Background: an optimization exercise with open tools, aiming at small area and a short achievable clock period. Do not read the settings as production practice. Function was checked by simulation only, so behaviour that the tests miss may differ from the original.

**run.sh**
```bash
#!/bin/bash
# synth_recipe.tcl (not shown) runs the flow's synth.tcl, then flattens the netlist and writes it again
# the make line also repeats each setting of config.mk as NAME=value (left out here)
make -C /OpenROAD-flow-scripts/flow DESIGN_CONFIG=/design/flow/config.mk WORK_HOME=/design/flow/orfs CLKGATE_MAP_FILE= SYNTH_SCRIPT=/design/flow/synth_recipe.tcl finish
```
**config.mk**
```make
export PLATFORM = sky130hd
export DESIGN_NAME = s64x7_core
export DESIGN_NICKNAME = s64x7_core
export VERILOG_FILES = /design/flow/design.v
export SDC_FILE = /design/flow/constraint.sdc
export NUM_CORES = 4
export LEC_CHECK = 0
export CAP_MARGIN = 20
export CORE_MARGIN = 2
export CORE_UTILIZATION = 40
export SLEW_MARGIN = 20
```
**constraint.sdc**
```tcl
create_clock -name core_clock -period 10.0 [get_ports {clk_i}]
set_input_delay 2.0000 -clock core_clock [delete_from_list [all_inputs] [get_ports {clk_i}]]
set_output_delay 2.0000 -clock core_clock [all_outputs]
set_load 0.01 [all_outputs]
```
**design.v**
```verilog
`timescale 1ns/10ps
package s64_pkg;
    typedef logic [63:0] word_t;
    typedef logic [60:0] pkt_addr_t;
    typedef logic [7:0]  sel_t;
    typedef logic [3:0]  slot_t;
    typedef enum logic [3:0] {
        OPC_NOP    = 4'd0,
        OPC_LIT8   = 4'd1,
        OPC_LIT16  = 4'd2,
        OPC_LIT32  = 4'd3,
        OPC_STORES = 4'd4,
        OPC_LOADS  = 4'd5,
        OPC_INTOPS = 4'd6,
        OPC_JUMPS  = 4'd7,
        OPC_RET    = 4'd8,
        OPC_STKOPS = 4'd9
    } opc_e;
    typedef enum logic [3:0] {
        ALU_ADD  = 4'd0,
        ALU_SUB  = 4'd1,
        ALU_SLL  = 4'd2,
        ALU_SLT  = 4'd3,
        ALU_SLTU = 4'd4,
        ALU_SGE  = 4'd5,
        ALU_SGEU = 4'd6,
        ALU_SEQ  = 4'd7,
        ALU_SNE  = 4'd8,
        ALU_XOR  = 4'd9,
        ALU_SRL  = 4'd10,
        ALU_SRA  = 4'd11,
        ALU_OR   = 4'd12,
        ALU_AND  = 4'd13,
        ALU_BIC  = 4'd14
    } alu_op_e;
    localparam logic [3:0] SUB_SDM   = 4'd0;
    localparam logic [3:0] SUB_LDM   = 4'd3;
    localparam logic [3:0] SUB_JT8   = 4'd0;
    localparam logic [3:0] SUB_JF8   = 4'd1;
    localparam logic [3:0] SUB_J8    = 4'd2;
    localparam logic [3:0] SUB_CALL8 = 4'd3;
    localparam logic [3:0] SUB_DROP  = 4'd0;
    localparam logic [3:0] SUB_DUP   = 4'd1;
    typedef enum logic [2:0] {
        OPND_HOLD, OPND_PUSH_LIT, OPND_LOAD, OPND_STORE_POP, OPND_ALU_POP, OPND_DROP, OPND_DUP
    } operand_op_e;
    typedef enum logic [2:0] {
        FLOW_HOLD, FLOW_FETCH, FLOW_JT, FLOW_JF, FLOW_JMP, FLOW_CALL, FLOW_RET
    } flow_op_e;
    localparam pkt_addr_t RESET_VECTOR = 61'h1C00_0000_0000_0000;
    localparam int        STACK_DEPTH  = 4;
endpackage
`timescale 1ns/10ps
module s64_spill_stack #(
    parameter int WIDTH = 64
) (
    input  logic     clk_i,
    input  logic     rst_n_i,
    input  logic     push_i,
    input  logic     pop_i,
    input  logic [WIDTH-1:0] dat_i,
    output logic [WIDTH-1:0] top_o
);
    logic [WIDTH-1:0] stk [s64_pkg::STACK_DEPTH];
    always_ff @(posedge clk_i or negedge rst_n_i) begin
        if (!rst_n_i) begin
            for (int i = 0; i < s64_pkg::STACK_DEPTH; i++) begin
                stk[i] <= '0;
            end
        end else if (push_i) begin
            stk[0] <= dat_i;
            for (int i = 1; i < s64_pkg::STACK_DEPTH; i++) begin
                stk[i] <= stk[i-1];
            end
        end else if (pop_i) begin
            for (int i = 0; i < s64_pkg::STACK_DEPTH - 1; i++) begin
                stk[i] <= stk[i+1];
            end
        end
    end
    assign top_o = stk[0];
endmodule
`timescale 1ns/10ps
module s64_alu (
    input  s64_pkg::word_t   a_i,
    input  s64_pkg::word_t   b_i,
    input  s64_pkg::alu_op_e op_i,
    output s64_pkg::word_t   result_o
);
    logic        sub_en;
    s64_pkg::word_t       b_eff;
    logic [64:0] sum;
    logic        carry;
    logic        zero;
    logic        overflow;
    logic        lt_signed;
    assign sub_en    = (op_i != s64_pkg::ALU_ADD);
    assign b_eff     = sub_en ? ~b_i : b_i;
    assign sum       = {1'b0, a_i} + {1'b0, b_eff} + {64'd0, sub_en};
    assign carry     = sum[64];
    assign zero      = (sum[63:0] == '0);
    assign overflow  = (a_i[63] == b_eff[63]) && (sum[63] != a_i[63]);
    assign lt_signed = sum[63] ^ overflow;
    always_comb begin
        case (op_i)
            s64_pkg::ALU_ADD, s64_pkg::ALU_SUB: result_o = sum[63:0];
            s64_pkg::ALU_SLL:  result_o = a_i << b_i[5:0];
            s64_pkg::ALU_SLT:  result_o = {63'd0, lt_signed};
            s64_pkg::ALU_SLTU: result_o = {63'd0, ~carry};
            s64_pkg::ALU_SGE:  result_o = {63'd0, ~lt_signed};
            s64_pkg::ALU_SGEU: result_o = {63'd0, carry};
            s64_pkg::ALU_SEQ:  result_o = {63'd0, zero};
            s64_pkg::ALU_SNE:  result_o = {63'd0, ~zero};
            s64_pkg::ALU_XOR:  result_o = a_i ^ b_i;
            s64_pkg::ALU_SRL:  result_o = a_i >> b_i[5:0];
            s64_pkg::ALU_SRA:  result_o = s64_pkg::word_t'($signed(a_i) >>> b_i[5:0]);
            s64_pkg::ALU_OR:   result_o = a_i | b_i;
            s64_pkg::ALU_AND:  result_o = a_i & b_i;
            s64_pkg::ALU_BIC:  result_o = a_i & ~b_i;
            default:  result_o = '0;
        endcase
    end
endmodule
`timescale 1ns/10ps
module s64_operand_unit (
    input  logic                 clk_i,
    input  logic                 rst_n_i,
    input  s64_pkg::operand_op_e op_i,
    input  s64_pkg::alu_op_e     alu_op_i,
    input  s64_pkg::word_t       lit_i,
    input  s64_pkg::word_t       rd_data_i,
    output s64_pkg::word_t       tos_o,
    output s64_pkg::word_t       nos_o
);
    s64_pkg::word_t x;
    s64_pkg::word_t y;
    s64_pkg::word_t z;
    s64_pkg::word_t ds_top;
    s64_pkg::word_t alu_result;
    logic  ds_push;
    logic  ds_pop;
    assign ds_push = (op_i == s64_pkg::OPND_PUSH_LIT) || (op_i == s64_pkg::OPND_DUP);
    assign ds_pop  = (op_i == s64_pkg::OPND_STORE_POP) || (op_i == s64_pkg::OPND_ALU_POP) ||
                     (op_i == s64_pkg::OPND_DROP);
    s64_spill_stack #(
        .WIDTH (64)
    ) i_data_stack (
        .clk_i   (clk_i),
        .rst_n_i (rst_n_i),
        .push_i  (ds_push),
        .pop_i   (ds_pop),
        .dat_i   (x),
        .top_o   (ds_top)
    );
    s64_alu i_alu (
        .a_i      (y),
        .b_i      (z),
        .op_i     (alu_op_i),
        .result_o (alu_result)
    );
    always_ff @(posedge clk_i or negedge rst_n_i) begin
        if (!rst_n_i) begin
            x <= '0;
            y <= '0;
            z <= '0;
        end else begin
            case (op_i)
                s64_pkg::OPND_PUSH_LIT: begin
                    x <= y;
                    y <= z;
                    z <= lit_i;
                end
                s64_pkg::OPND_DUP: begin
                    x <= y;
                    y <= z;
                end
                s64_pkg::OPND_LOAD: begin
                    z <= rd_data_i;
                end
                s64_pkg::OPND_ALU_POP: begin
                    x <= ds_top;
                    y <= x;
                    z <= alu_result;
                end
                s64_pkg::OPND_DROP: begin
                    x <= ds_top;
                    y <= x;
                    z <= y;
                end
                s64_pkg::OPND_STORE_POP: begin
                    x <= ds_top;
                    y <= x;
                    z <= x;
                end
                default: begin
                end
            endcase
        end
    end
    assign tos_o = z;
    assign nos_o = y;
endmodule
`timescale 1ns/10ps
module s64_flow_unit (
    input  logic               clk_i,
    input  logic               rst_n_i,
    input  s64_pkg::flow_op_e  op_i,
    input  logic [7:0]         offset_i,
    input  s64_pkg::word_t     tos_i,
    output s64_pkg::pkt_addr_t p_o,
    output logic               redirect_o
);
    s64_pkg::pkt_addr_t p;
    s64_pkg::pkt_addr_t ia;
    s64_pkg::pkt_addr_t rz;
    s64_pkg::pkt_addr_t rs_top;
    s64_pkg::pkt_addr_t target;
    logic      tos_nz;
    assign tos_nz = |tos_i;
    assign target = ia + s64_pkg::pkt_addr_t'(offset_i);
    always_comb begin
        case (op_i)
            s64_pkg::FLOW_JT:  redirect_o = tos_nz;
            s64_pkg::FLOW_JF:  redirect_o = !tos_nz;
            s64_pkg::FLOW_JMP, s64_pkg::FLOW_CALL, s64_pkg::FLOW_RET: redirect_o = 1'b1;
            default:  redirect_o = 1'b0;
        endcase
    end
    s64_spill_stack #(
        .WIDTH (61)
    ) i_return_stack (
        .clk_i   (clk_i),
        .rst_n_i (rst_n_i),
        .push_i  (op_i == s64_pkg::FLOW_CALL),
        .pop_i   (op_i == s64_pkg::FLOW_RET),
        .dat_i   (rz),
        .top_o   (rs_top)
    );
    always_ff @(posedge clk_i or negedge rst_n_i) begin
        if (!rst_n_i) begin
            p  <= s64_pkg::RESET_VECTOR;
            ia <= s64_pkg::RESET_VECTOR;
            rz <= '0;
        end else begin
            case (op_i)
                s64_pkg::FLOW_FETCH: begin
                    ia <= p;
                    p  <= p + 61'd1;
                end
                s64_pkg::FLOW_CALL: begin
                    rz <= p;
                    p  <= target;
                end
                s64_pkg::FLOW_RET: begin
                    rz <= rs_top;
                    p  <= rz;
                end
                default: begin
                    if (redirect_o) begin
                        p <= target;
                    end
                end
            endcase
        end
    end
    assign p_o = p;
endmodule
`timescale 1ns/10ps
module s64_slot_sequencer (
    input  logic                 clk_i,
    input  logic                 rst_n_i,
    input  s64_pkg::word_t       dat_i,
    input  s64_pkg::word_t       tos_i,
    input  s64_pkg::word_t       nos_i,
    input  s64_pkg::pkt_addr_t   p_i,
    input  logic                 redirect_i,
    output s64_pkg::operand_op_e operand_op_o,
    output s64_pkg::alu_op_e     alu_op_o,
    output s64_pkg::word_t       lit_o,
    output s64_pkg::flow_op_e    flow_op_o,
    output logic [7:0]           offset_o,
    output s64_pkg::pkt_addr_t   adr_o,
    output logic                 cyc_o,
    output logic                 we_o,
    output logic                 vpa_o,
    output s64_pkg::sel_t        sel_o,
    output s64_pkg::word_t       dat_o,
    output s64_pkg::opc_e        opc_o
);
    s64_pkg::slot_t      t;
    s64_pkg::word_t      ir;
    s64_pkg::word_t      dr;
    s64_pkg::word_t      dr_nxt;
    logic       is_fetch;
    logic [3:0] slot_field;
    s64_pkg::opc_e       opcode;
    logic [3:0] sub;
    logic       bus_rd;
    logic       bus_wr;
    assign is_fetch = (t == '0) || (t == ir[63:60]);
    always_comb begin
        case (t)
            4'd1:    slot_field = ir[59:56];
            4'd2:    slot_field = ir[55:52];
            4'd3:    slot_field = ir[51:48];
            4'd4:    slot_field = ir[47:44];
            4'd5:    slot_field = ir[43:40];
            4'd6:    slot_field = ir[39:36];
            4'd7:    slot_field = ir[35:32];
            default: slot_field = 4'd0;
        endcase
    end
    assign opcode = s64_pkg::opc_e'(slot_field);
    assign opc_o  = is_fetch ? s64_pkg::OPC_NOP : opcode;
    assign sub    = dr[3:0];
    always_comb begin
        operand_op_o = s64_pkg::OPND_HOLD;
        alu_op_o     = s64_pkg::alu_op_e'(sub);
        lit_o        = '0;
        flow_op_o    = s64_pkg::FLOW_HOLD;
        offset_o     = dr[11:4];
        dr_nxt       = dr;
        bus_rd       = 1'b0;
        bus_wr       = 1'b0;
        if (is_fetch) begin
            flow_op_o = s64_pkg::FLOW_FETCH;
        end else begin
            case (opcode)
                s64_pkg::OPC_LIT8: begin
                    operand_op_o = s64_pkg::OPND_PUSH_LIT;
                    lit_o        = {{56{dr[7]}}, dr[7:0]};
                    dr_nxt       = dr >> 8;
                end
                s64_pkg::OPC_LIT16: begin
                    operand_op_o = s64_pkg::OPND_PUSH_LIT;
                    lit_o        = {{48{dr[15]}}, dr[15:0]};
                    dr_nxt       = dr >> 16;
                end
                s64_pkg::OPC_LIT32: begin
                    operand_op_o = s64_pkg::OPND_PUSH_LIT;
                    lit_o        = {{32{dr[31]}}, dr[31:0]};
                    dr_nxt       = dr >> 32;
                end
                s64_pkg::OPC_STORES: begin
                    dr_nxt = dr >> 4;
                    if (sub == s64_pkg::SUB_SDM) begin
                        operand_op_o = s64_pkg::OPND_STORE_POP;
                        bus_wr       = 1'b1;
                    end
                end
                s64_pkg::OPC_LOADS: begin
                    dr_nxt = dr >> 4;
                    if (sub == s64_pkg::SUB_LDM) begin
                        operand_op_o = s64_pkg::OPND_LOAD;
                        bus_rd       = 1'b1;
                    end
                end
                s64_pkg::OPC_INTOPS: begin
                    operand_op_o = s64_pkg::OPND_ALU_POP;
                    dr_nxt       = dr >> 4;
                end
                s64_pkg::OPC_JUMPS: begin
                    dr_nxt = dr >> 4;
                    case (sub)
                        s64_pkg::SUB_JT8:   flow_op_o = s64_pkg::FLOW_JT;
                        s64_pkg::SUB_JF8:   flow_op_o = s64_pkg::FLOW_JF;
                        s64_pkg::SUB_J8:    flow_op_o = s64_pkg::FLOW_JMP;
                        s64_pkg::SUB_CALL8: flow_op_o = s64_pkg::FLOW_CALL;
                        default:   flow_op_o = s64_pkg::FLOW_HOLD;
                    endcase
                    if (flow_op_o != s64_pkg::FLOW_HOLD) begin
                        operand_op_o = s64_pkg::OPND_DROP;
                        dr_nxt       = dr >> 12;
                    end
                end
                s64_pkg::OPC_RET: begin
                    flow_op_o = s64_pkg::FLOW_RET;
                end
                s64_pkg::OPC_STKOPS: begin
                    dr_nxt = dr >> 4;
                    if (sub == s64_pkg::SUB_DROP) begin
                        operand_op_o = s64_pkg::OPND_DROP;
                    end else if (sub == s64_pkg::SUB_DUP) begin
                        operand_op_o = s64_pkg::OPND_DUP;
                    end
                end
                default: begin
                end
            endcase
        end
    end
    always_comb begin
        adr_o = '0;
        cyc_o = 1'b0;
        we_o  = 1'b0;
        vpa_o = 1'b0;
        sel_o = '0;
        dat_o = '0;
        if (is_fetch) begin
            adr_o = p_i;
            cyc_o = 1'b1;
            vpa_o = 1'b1;
            sel_o = 8'hFF;
        end else if (bus_rd || bus_wr) begin
            adr_o = tos_i[63:3];
            cyc_o = 1'b1;
            we_o  = bus_wr;
            sel_o = 8'hFF;
            dat_o = bus_wr ? nos_i : '0;
        end
    end
    always_ff @(posedge clk_i or negedge rst_n_i) begin
        if (!rst_n_i) begin
            t  <= '0;
            ir <= '0;
        end else if (is_fetch) begin
            t  <= 4'd1;
            ir <= dat_i;
        end else if (redirect_i) begin
            t <= '0;
        end else begin
            t <= t + 4'd1;
        end
    end
    always_ff @(posedge clk_i) begin
        if (is_fetch) begin
            dr <= dat_i;
        end else begin
            dr <= dr_nxt;
        end
    end
endmodule
`timescale 1ns/10ps
module s64x7_core (
    input  logic               clk_i,
    input  logic               rst_n_i,
    input  s64_pkg::word_t     dat_i,
    output s64_pkg::pkt_addr_t adr_o,
    output logic               cyc_o,
    output logic               we_o,
    output logic               vpa_o,
    output s64_pkg::sel_t      sel_o,
    output s64_pkg::word_t     dat_o,
    output s64_pkg::opc_e      opc_o
);
    s64_pkg::operand_op_e operand_op;
    s64_pkg::alu_op_e     alu_op;
    s64_pkg::word_t       lit;
    s64_pkg::flow_op_e    flow_op;
    logic [7:0]  offset;
    s64_pkg::word_t       tos;
    s64_pkg::word_t       nos;
    s64_pkg::pkt_addr_t   p;
    logic        redirect;
    s64_slot_sequencer i_slot_sequencer (
        .clk_i        (clk_i),
        .rst_n_i      (rst_n_i),
        .dat_i        (dat_i),
        .tos_i        (tos),
        .nos_i        (nos),
        .p_i          (p),
        .redirect_i   (redirect),
        .operand_op_o (operand_op),
        .alu_op_o     (alu_op),
        .lit_o        (lit),
        .flow_op_o    (flow_op),
        .offset_o     (offset),
        .adr_o        (adr_o),
        .cyc_o        (cyc_o),
        .we_o         (we_o),
        .vpa_o        (vpa_o),
        .sel_o        (sel_o),
        .dat_o        (dat_o),
        .opc_o        (opc_o)
    );
    s64_operand_unit i_operand_unit (
        .clk_i     (clk_i),
        .rst_n_i   (rst_n_i),
        .op_i      (operand_op),
        .alu_op_i  (alu_op),
        .lit_i     (lit),
        .rd_data_i (dat_i),
        .tos_o     (tos),
        .nos_o     (nos)
    );
    s64_flow_unit i_flow_unit (
        .clk_i      (clk_i),
        .rst_n_i    (rst_n_i),
        .op_i       (flow_op),
        .offset_i   (offset),
        .tos_i      (tos),
        .p_o        (p),
        .redirect_o (redirect)
    );
endmodule
```
==> summary.md <==
| Metric | Value |
|---|---|
| Final Critical Period | `7.92 ns` |
| Met3 WL post-DR | `31300 um` |
| Final number of setup-violating endpoints | `0` |
| Floorplan die width | `slightly above 400 um` |
| Detailed placer's ending HPWL | `232000 um` |
| Normalized max-slew margin | `0.132` |
| Top layer in use | `met5` |
| Final worst clock skew | `0.0540 ns` |
| Vert. Die Dim | `just over 400 um` |
| Share of synthesized area occupied by flip-flops and latches | `0.387` |
| Worst setup timing slack at the placement stage | `approximately 2.5 ns` |
| Count of TritonRoute iterations in the first routing pass | `14` |
| WL met1 | `126000 um` |
| Setup repair after global routing missed its margin | `no` |
| Remaining DRCs | `0` |
| Count of max-cap constraint violations | `0` |
| Largest net degree at the start of global routing | `between 200 and 250` |
| Fraction of final layout cells with drive strength greater than 1 | `0.0900` |
| Clk buf depth | `3` |
| TritonCTS sink count | `roughly 1000` |
| Number of DRC markers in iteration 0 | `roughly 8800` |
| Library cell contributing the largest single delay on the critical path | `sky130_fd_sc_hd__or4_4` |
| Number of synthesized register bits | `about 1000` |
| Mapped Cells | `roughly 7800` |
| Routed wire length per instance | `approximately 32 um` |
| Port buffer count | `about 200` |
| Tightest Hold Check Type | `flip-flop to flip-flop` |
| Floorplan row count | `146` |
| Crit path cell chain | `or4_4 > xnor2_1 > inv_1 > fa_1 > nand2b_1 > a21o_1 > a211oi_1 > o21ai_0 > a221oi_1 > nand4_1 > nor4bb_1 > nand4_1 > nor4_1 > nand4_1 > o311a_1 > o32a_1` |
| Critical path arrival | `roughly 8.6 ns` |
| Count of antenna-violating nets left after detailed routing | `0` |
| Number of buffers inserted for hold repair after clock tree synthesis | `0` |
| Initial standard-cell utilization of the core | `0.403` |
| Last weighted congestion value of the routability-driven placer | `about 1.1` |
| Area of the core | `between 150000 and 200000 um^2` |
| CTS tree | `yes` |
| # Post-CTS Setup Buffers | `0` |
| Tcrit/Tclk final | `0.792` |
| Average instance area after synthesis | `between 8 and 9 um^2` |
| H-tree lvl count | `3` |
| Antenna violations before repair | `36` |
| Cts repair resizes | `0` |
| Root buf cell | `sky130_fd_sc_hd__clkbuf_16` |
| Maximum clock frequency | `about 130 MHz` |
| Worst-skew pair later-pin latency | `just under 0.8 ns` |
| Fin. Hold Viols | `0` |
| Maximum fanout along the worst path | `33` |
| Final Net Count | `just under 8000` |
| Net count of the mapped netlist | `around 8000` |
| Detailed Route WL | `about 310000 um` |
| Largest stage delay on the critical path | `between 0.9 and 1 ns` |
| First-pass GRT wire length | `roughly 450000 um` |
| CP dominant cell by count | `sky130_fd_sc_hd__nand4_1` |
| Clk slew on worst S/H paths | `0.07 ns` |
| Number of fill cells | `roughly 16000` |
| Summed instance area of the synthesized netlist | `63800 um^2` |
| I/O pin count | `206` |
| Worst path buffer plus inverter count | `1` |
| Via density per instance | `roughly 6.4` |
| Number of enable-type register cells in the synthesized netlist | `64` |
| Startpoint kind of the worst setup timing path | `flip-flop` |
| Via count of the routed design | `63700` |
| Critical path class | `flip-flop to flip-flop` |
| Worst-Margin Slew | `~1.3 ns` |
| Die footprint | `163000 um^2` |
| TritonCTS buffer count | `around 110` |
| Data required time at the worst endpoint | `~11 ns` |
| Total count of max-transition violations in the final report | `0` |
| Share of flip-flops with an asynchronous set or reset after synthesis | `0.934` |
| Critical path endpoint category | `flip-flop` |
| Met2 Routed Length | `130000 um` |
| Critical path's top delay family | `simple AND/OR/NAND/NOR gates` |
| Synth-to-layout area growth | `12.7%` |
| YS warnings | `8` |
| Worst Slack Setup Final | `approximately 2.1 ns` |
| Distinct cell type count of the synthesized netlist | `91` |
| Grt ovf | `0` |
| Result of the run | `finished clean` |
| Vias in the first global route | `approximately 59000` |
| All-layer global routing usage | `0.377` |
| Main flop type after synthesis | `sky130_fd_sc_hd__dfrtp_1` |
| Setup_tns | `0 ns` |
## per-stage QoR
stage	hold WS, ns	instance area (um^2)	utilization	cells
global placement	0.456	67800	0.428	9661
detailed placement	0.460	67800	0.428	9663
global route	0.490	71900	0.454	9876
finish	0.472	72000	0.454	9898
CTS	0.467	71900	0.454	9876
floorplan	0.439	63800	-	7827
## logic make-up (layout without fill, tap and decap cells)
family,Yosys count,after routing,synth area share
xor+xnor,246,246,0.0338
flops,975,975,0.387
mux,476,476,0.0868
compound gates,2188,2188,0.220
buf+inv,804,781,0.0482
fa+ha+maj,149,149,0.0294
simple gates,2989,2989,0.194
other cells,0,22,0
## final cells by class
class,count,area (um^2),area share
Multi-Input combinational cell,6048,36300,0.504
Inverter,173,661,0.00918
Timing Repair Buffer,395,3590,0.0499
Tap cell,2072,2590,0.0360
Sequential cell,975,24700,0.344
Clock inverter,61,840,0.0117
Clock buffer,152,3200,0.0445
Antenna cell,22,55.1,0.000765
## flip-flops by register name, summed over array words and instances, names as in the netlist
signal                           flops
i_slot_sequencer.ir                 32
i_operand_unit.x                    64
i_flow_unit.i_return_stack.stk     244
i_operand_unit.y                    64
i_slot_sequencer.dr                 64
i_operand_unit.i_data_stack.stk    256
i_slot_sequencer.t                   4
i_operand_unit.z                    64
i_flow_unit.p                       61
i_flow_unit.ia                      61
i_flow_unit.rz                      61
## synth_stat cells (9+ instances only)
library cell | n | area, um^2
sky130_fd_sc_hd__o31ai_1 | 17 | 128
sky130_fd_sc_hd__nand2_1 | 1675 | 6290
sky130_fd_sc_hd__buf_1 | 82 | 308
sky130_fd_sc_hd__a211o_1 | 27 | 236
sky130_fd_sc_hd__and2_1 | 96 | 601
sky130_fd_sc_hd__nor2_1 | 787 | 2950
sky130_fd_sc_hd__a21oi_1 | 458 | 2290
sky130_fd_sc_hd__a221oi_1 | 76 | 666
sky130_fd_sc_hd__o22ai_1 | 83 | 519
sky130_fd_sc_hd__mux4_2 | 42 | 946
sky130_fd_sc_hd__a21boi_0 | 9 | 67.6
sky130_fd_sc_hd__edfxtp_1 | 64 | 1920
sky130_fd_sc_hd__ha_1 | 147 | 1840
sky130_fd_sc_hd__nand4_1 | 57 | 357
sky130_fd_sc_hd__nor2b_1 | 11 | 68.8
sky130_fd_sc_hd__nand2b_1 | 49 | 307
sky130_fd_sc_hd__o2111ai_1 | 28 | 245
sky130_fd_sc_hd__o211ai_1 | 56 | 420
sky130_fd_sc_hd__o221ai_1 | 22 | 193
sky130_fd_sc_hd__mux2_2 | 197 | 2220
sky130_fd_sc_hd__xnor2_1 | 192 | 1680
sky130_fd_sc_hd__o21a_1 | 31 | 233
sky130_fd_sc_hd__clkbuf_1 | 524 | 1970
sky130_fd_sc_hd__and4_1 | 12 | 105
sky130_fd_sc_hd__o22a_1 | 12 | 105
sky130_fd_sc_hd__and3_1 | 37 | 231
sky130_fd_sc_hd__a21o_1 | 42 | 315
sky130_fd_sc_hd__nor4_1 | 38 | 238
sky130_fd_sc_hd__xor2_1 | 54 | 473
sky130_fd_sc_hd__dfrtp_1 | 905 | 22600
sky130_fd_sc_hd__a22o_1 | 25 | 219
sky130_fd_sc_hd__a222oi_1 | 85 | 851
sky130_fd_sc_hd__a22oi_1 | 229 | 1720
sky130_fd_sc_hd__nor3_1 | 62 | 310
sky130_fd_sc_hd__or3_1 | 26 | 163
sky130_fd_sc_hd__a211oi_1 | 41 | 308
sky130_fd_sc_hd__mux2i_1 | 234 | 2340
sky130_fd_sc_hd__a2bb2oi_1 | 11 | 96.3
sky130_fd_sc_hd__o21ai_0 | 551 | 2760
sky130_fd_sc_hd__a41oi_1 | 10 | 87.6
sky130_fd_sc_hd__nand3_1 | 112 | 561
sky130_fd_sc_hd__buf_2 | 16 | 80.1
sky130_fd_sc_hd__inv_1 | 167 | 627
sky130_fd_sc_hd__a31oi_1 | 281 | 1760
sky130_fd_sc_hd__a221o_1 | 11 | 110
## worst paths after layout
path,startpoint,to,slack [ns],cells after the start
max,i_slot_sequencer.dr[1]$_DFFE_PP_,i_operand_unit.z[0]$_DFFE_PN0P_,2.08,16
min,i_flow_unit.ia[60]$_DFFE_PN1P_,i_flow_unit.ia[60]$_DFFE_PN1P_,0.47,2
max in group asynchronous,rst_n_i,i_operand_unit.i_data_stack.stk[2][28]$_DFFE_PN0P_,6.53,3
max reg2reg,i_slot_sequencer.dr[1]$_DFFE_PP_,i_operand_unit.z[0]$_DFFE_PN0P_,2.08,16
min in group asynchronous,rst_n_i,i_flow_unit.i_return_stack.stk[1][12]$_DFFE_PN0P_,1.23,1
min reg2reg,i_flow_unit.ia[60]$_DFFE_PN1P_,i_flow_unit.ia[60]$_DFFE_PN1P_,0.47,2
## per-layer routing
metal | GRT usage | up-vias
met5 | 0 | -
met4 | 0.264 | 22
met3 | 0.0995 | 906
met2 | 0.536 | 3556
met1 | 0.495 | 31500
li1 | - | 27700
## tightest hold or removal path: cells and delay by family, from the launching register on
| kind | cells | cell delay [ns] |
|---|---|---|
| DFF | 1 | 0.38 |
| and+or+nand+nor | 2 | 0.10 |
## cell usage in the layout (no fill, tap or decap), types with 85 or more instances in the layout
cell type                         synthesis  layout
sky130_fd_sc_hd__a21oi_1                458     455
sky130_fd_sc_hd__a222oi_1                85      85
sky130_fd_sc_hd__a22oi_1                229     229
sky130_fd_sc_hd__a31oi_1                281     280
sky130_fd_sc_hd__and2_1                  96      95
sky130_fd_sc_hd__buf_4                    8     180
sky130_fd_sc_hd__clkbuf_16                0     112
sky130_fd_sc_hd__clkdlybuf4s50_1          0     204
sky130_fd_sc_hd__dfrtp_1                905     899
sky130_fd_sc_hd__ha_1                   147     147
sky130_fd_sc_hd__inv_1                  167     165
sky130_fd_sc_hd__mux2_2                 197     197
sky130_fd_sc_hd__mux2i_1                234     234
sky130_fd_sc_hd__nand2_1               1675    1671
sky130_fd_sc_hd__nand3_1                112     111
sky130_fd_sc_hd__nor2_1                 787     777
sky130_fd_sc_hd__o21ai_0                551     550
sky130_fd_sc_hd__xnor2_1                192     192

afterwards: timing with drivers on the ports:
No port has a modelled driver above. Below, the same layout with a new extraction and two added sets of constraints.
Step 1 sets driving cells, clkbuf_16 on the clock port and buf_2 on the other inputs (assumed; they add their load-dependent delay and slew).
Step 2 moves the port delays by t, midway between the first and last clock arrival at a register: inputs arrive t later, outputs are due t later. That takes back most of the time a late clock gives input paths.
a / b / c = ideal / step 1 / step 2; a / b = the first two.
shift t [ns]: 0.847
slack for setup (ns): 2.081 / 2.019 / 2.081
hold WS [ns]: 0.472 / 0.472 / 0.472
After both steps setup and hold are still met in this run. The setup slack of this run moves by -0.062 ns with the drivers and by 0.000 ns with both steps.
